From an optimization exercise on the open Yosys and OpenROAD flow, aimed at small area; shortcuts taken in it are not production practice.
Only simulation tests tie the RTL to the original design; equivalence was not proved.
The clock port is modelled as an ideal driver; clocking choices that lean on that would not hold on a real chip.
Power and IR drop assume default switching activity.

Design reram_activation_buffer, start of the top module:
module reram_activation_buffer #(
   parameter int NUM_NEURONS = 256,
   parameter int IDX_W       = 8,
   parameter int IN_W        = 16,
   parameter int OUT_W       = 8,
   parameter int SHIFT       = 4
) (
   input  logic                   clk,
   input  logic                   rst,
   input  logic                   in_valid,
   input  logic [IDX_W-1:0]       in_idx,
   input  logic signed [IN_W-1:0] in_value,
   output logic                   out_valid,
   input  logic                   out_ready,
   output logic [OUT_W-1:0]       out_data,
   output logic [IDX_W-1:0]       out_idx,
   output logic                   out_last,
   output logic                   frame_done,
   output logic                   drop_err,
   output logic                   dup_err,
   input  logic                   err_clear,
   output logic                   argmax_valid,
   output logic [IDX_W-1:0]       argmax_idx
);
Size: ~5,200 cells after synthesis, about 2,400 flip-flops, ~59 I/O pins, about 0.087 mm2 of cells after synthesis.
clock: 6.0 ns
lec_check: 0
cap_margin: 20
core_margin: 2
core_utilization: 65
cts_buf_list: sky130_fd_sc_hd__clkbuf_8
cts_cluster_diameter: 60
cts_cluster_size: 16
place_density: 0.76
slew_margin: 20
standard.sh (not shown) runs the stock make flow with config.mk's settings and CLKGATE_MAP_FILE= SYNTH_SCRIPT=/design/flow/synth_recipe.tcl, a recipe that flattens the netlist after the stock synthesis.
==> flow/flow/run.sh <==
#!/bin/bash
set -euo pipefail
export CTS_ARGS="-sink_clustering_enable -repair_clock_nets -dont_use_dummy_load -buf_list sky130_fd_sc_hd__clkbuf_8 -sink_clustering_size 16 -sink_clustering_max_diameter 60"
export BUFFER_PORTS_ARGS="-buffer_cell sky130_fd_sc_hd__buf_1"
bash standard.sh > standard.log 2>&1
Next try:
==> flow/flow/run.sh (replaced) <==
#!/bin/bash
set -euo pipefail
export CTS_ARGS="-sink_clustering_enable -repair_clock_nets -dont_use_dummy_load -buf_list sky130_fd_sc_hd__clkbuf_8 -sink_clustering_size 18 -sink_clustering_max_diameter 60"
export BUFFER_PORTS_ARGS="-buffer_cell sky130_fd_sc_hd__buf_1"
bash standard.sh > standard.log 2>&1
- CORE_UTILIZATION: 65 -> 60
- CTS_CLUSTER_SIZE: 16 -> 18
- PLACE_DENSITY: 0.76 -> 0.72
The changed run finished with timing, DRC and antenna clean. Sequential power barely changes. Cell count climbs by 2.0%. Die area climbs by 8.2%. Wire length climbs by 1.9%. Utilization drops by 5.2 points. Via count hardly moves. Clock-buffer cell count drops by 11.
Next try:
==> flow/flow/run.sh (replaced) <==
#!/bin/bash
set -euo pipefail
export CTS_ARGS="-sink_clustering_enable -repair_clock_nets -dont_use_dummy_load -buf_list sky130_fd_sc_hd__clkbuf_8 -sink_clustering_size 16 -sink_clustering_max_diameter 60"
export BUFFER_PORTS_ARGS="-buffer_cell sky130_fd_sc_hd__buf_1"
bash standard.sh > standard.log 2>&1
- CTS_CLUSTER_SIZE: 18 -> 16
Final area hardly moves.
Clock skew hardly moves.
Fmax stays flat.
Clock power goes up by about 3%.

========
raven:
reram_activation_buffer, a different RTL version from the one above (not shown whole).
Size: ~5900 cells after synthesis, ~2300 flip-flops, about 59 I/O pins, ~90000 µm² of cells after synthesis.
clock: 6.0 ns
lec_check: 0
cap_margin: 20
core_margin: 2
core_utilization: 60
cts_buf_list: sky130_fd_sc_hd__clkbuf_8
cts_cluster_diameter: 60
cts_cluster_size: 16
place_density: 0.72
slew_margin: 20
run.sh (not shown) runs the stock make flow with config.mk's settings and CLKGATE_MAP_FILE= SYNTH_SCRIPT=/design/flow/synth_recipe.tcl, a recipe that flattens the netlist after the stock synthesis.
Stock flow here: none of the scripts above is used.
## Diff of input files: xenon against raven
==> flow/flow/run.sh (new file) <==
#!/bin/bash
set -euo pipefail
export CTS_ARGS="-sink_clustering_enable -repair_clock_nets -dont_use_dummy_load -buf_list sky130_fd_sc_hd__clkbuf_8 -sink_clustering_size 16 -sink_clustering_max_diameter 60"
export BUFFER_PORTS_ARGS="-buffer_cell sky130_fd_sc_hd__buf_1"
bash standard.sh > standard.log 2>&1
==> flow/standard.sh (new file) <==
#!/bin/bash
# synth_recipe.tcl (not shown) runs the flow's synth.tcl, then flattens the netlist and writes it again
# the make line also repeats each setting of config.mk as NAME=value (left out here)
make -C /OpenROAD-flow-scripts/flow DESIGN_CONFIG=/design/flow/config.mk WORK_HOME=/design/flow/orfs CLKGATE_MAP_FILE= SYNTH_SCRIPT=/design/flow/synth_recipe.tcl "${@:-finish}"
removed: flow/run.sh
Notes after the runs:
- Both conditions hold for xenon: the flow ran to the end and the final layout passed the timing, DRC and antenna checks.
- Cmp xenon vs raven: final setup slack of the worst path higher in xenon
- When xenon is set beside raven, its clock period minus final worst setup slack turns out to be 0.043 ns smaller.
- Global-route congestion overflow total: xenon vs raven identical
- ~same first-pass GRT wire length in xenon and raven
- Aggregate routed wire length up 1900 µm in xenon wrt raven
- xenon -> raven: via count flat
- NOTE: end-of-flow core utilization in xenon falls short of that of raven
- Routed metal-1 wire length: xenon vs raven down 0.72%
- Run comparison: raven worst-path cell with the longest stage delay sky130_fd_sc_hd__o21ai_0; xenon worst-path cell with the longest stage delay sky130_fd_sc_hd__nor4_1
- Looking at final design instance area without fill, xenon sits below raven.
Relative to xenon, the following input files were edited for yarrow:
- CORE_UTILIZATION changed from 60 to 40
- PLACE_DENSITY removed (was 0.72)
==> flow/run.sh (new file) <==
#!/bin/bash
# synth_recipe.tcl (not shown) runs the flow's synth.tcl, then flattens the netlist and writes it again
# the make line also repeats each setting of config.mk as NAME=value (left out here)
make -C /OpenROAD-flow-scripts/flow DESIGN_CONFIG=/design/flow/config.mk WORK_HOME=/design/flow/orfs CLKGATE_MAP_FILE= SYNTH_SCRIPT=/design/flow/synth_recipe.tcl finish
removed: flow/flow/run.sh
removed: flow/standard.sh
==> comparison <==
- Tightest hold margin ends up higher on yarrow.
- yarrow vs xenon, number of antenna violations at the first check in global routing went down by 9.
- Measured against xenon, the number of clock buffer instances in the layout of yarrow comes out at 1.06 times the reference value.
- In the flow results for xenon and yarrow, the row count is smaller on xenon.
- Diff xenon -> yarrow | horizontal die dimension | increase of 87 µm
- Run comparison: xenon most used routing layer met1; yarrow most used routing layer met2
- Looking at area of all placed cells without fillers across both flows, yarrow is the weaker of the two, with xenon ahead.
- Fraction of power spent switching nets for yarrow: 0.74 points up relative to xenon
- | via count | yarrow vs xenon | better |
- Diff xenon -> yarrow | overall power consumption | up by a few percent
- On final worst-path cycle share: between xenon and yarrow, it ends up higher for yarrow.

========
the previous run:
Another version of the RTL of reram_activation_buffer (not shown whole).
For scale: about 59 I/O pins.
make LEC_CHECK=0 CAP_MARGIN=20 CORE_MARGIN=2 CORE_UTILIZATION=40 SLEW_MARGIN=20 finish   # period 6.0 ns
Stock flow here: none of the scripts above is used.
> inputs changed (the previous run -> the current run)
# the previous run
export LEC_CHECK = 0
export CAP_MARGIN = 20
export CORE_MARGIN = 2
export CORE_UTILIZATION = 40
export SLEW_MARGIN = 20
create_clock -name core_clock -period 6.0 [get_ports {clk}]
# the current run
export LEC_CHECK = 0
export CAP_MARGIN = 20
export CORE_MARGIN = 2
export CORE_UTILIZATION = 40
export CTS_BUF_LIST = sky130_fd_sc_hd__clkbuf_8
export CTS_CLUSTER_DIAMETER = 60
export CTS_CLUSTER_SIZE = 16
export SLEW_MARGIN = 20
create_clock -name core_clock -period 6.0 [get_ports {clk}]
==> results.txt <==
- Power in combinational cells across the previous run and the current run: no real change.
- Sort the previous run and the current run by global-route track usage on met3, ascending, and the previous run comes first.
- Against the previous run, the current run comes in 0.0091 ns higher on worst hold slack.
- Between the previous run and the current run, the flow reports via count of the first global-routing pass decreasing slightly.
- Compared with the previous run, the current run shows a higher mean number of vias per cell.
- Diff the previous run..the current run | number of multi-input logic gates | unchanged
- Diff the previous run..the current run | tap cell instance count | unchanged
- Comparing sum of routed wire length over all layers for the previous run and the current run, the bigger number came from the previous run.

## re-timing with driven ports
Ports are ideal in the flow. The routed layouts listed here were re-timed in OpenROAD. Step 1 (the two cells are an assumption about what drives the block):
set clk [get_ports {clk}]
set_driving_cell -lib_cell sky130_fd_sc_hd__clkbuf_16 $clk
set_driving_cell -lib_cell sky130_fd_sc_hd__buf_2 [delete_from_list [all_inputs] $clk]
Step 2 adds t to the input delays and takes it off the output delays; t is the mean of the earliest and latest rising clock arrival at the registers after step 1. Input paths then give back, and output paths get back, about the clock's delay inside the block. a / b / c = ideal ports / drivers / drivers and shift; a / b = the first two.
run	shift t [ns]	setup WS [ns]	hold WS [ns]	worst setup path after step 2	slew at the worst register clock pin (ns)
the first run of note 1	1.022	0.772 / 0.772 / 0.772	0.232 / 0.183 / 0.451	register to register	0.11 / 0.11
the second run of note 1	0.993	0.476 / 0.476 / 0.095	0.273 / 0.233 / 0.456	input to register	0.12 / 0.12
the third run of note 1	0.995	0.460 / 0.460 / 0.312	0.265 / 0.222 / 0.454	input to register	0.11 / 0.11
raven	1.065	0.337 / 0.337 / 0.337	0.475 / 0.416 / 0.497	register to register	0.11 / 0.11
xenon	1.012	0.379 / 0.379 / 0.379	0.388 / 0.327 / 0.496	register to register	0.11 / 0.11
yarrow	1.044	0.341 / 0.341 / 0.306	0.499 / 0.499 / 0.499	input to register	0.12 / 0.12
the previous run	0.948	1.208 / 1.113 / 1.051	0.487 / 0.487 / 0.487	input to register	0.07 / 0.07
the current run	1.057	0.982 / 0.905 / 1.043	0.496 / 0.442 / 0.496	input to register	0.11 / 0.11
After both steps setup and hold are still met in every run listed. The setup slack of the second run of note 1, which loses most, moves by 0.000 ns with the drivers and by -0.381 ns with both steps.
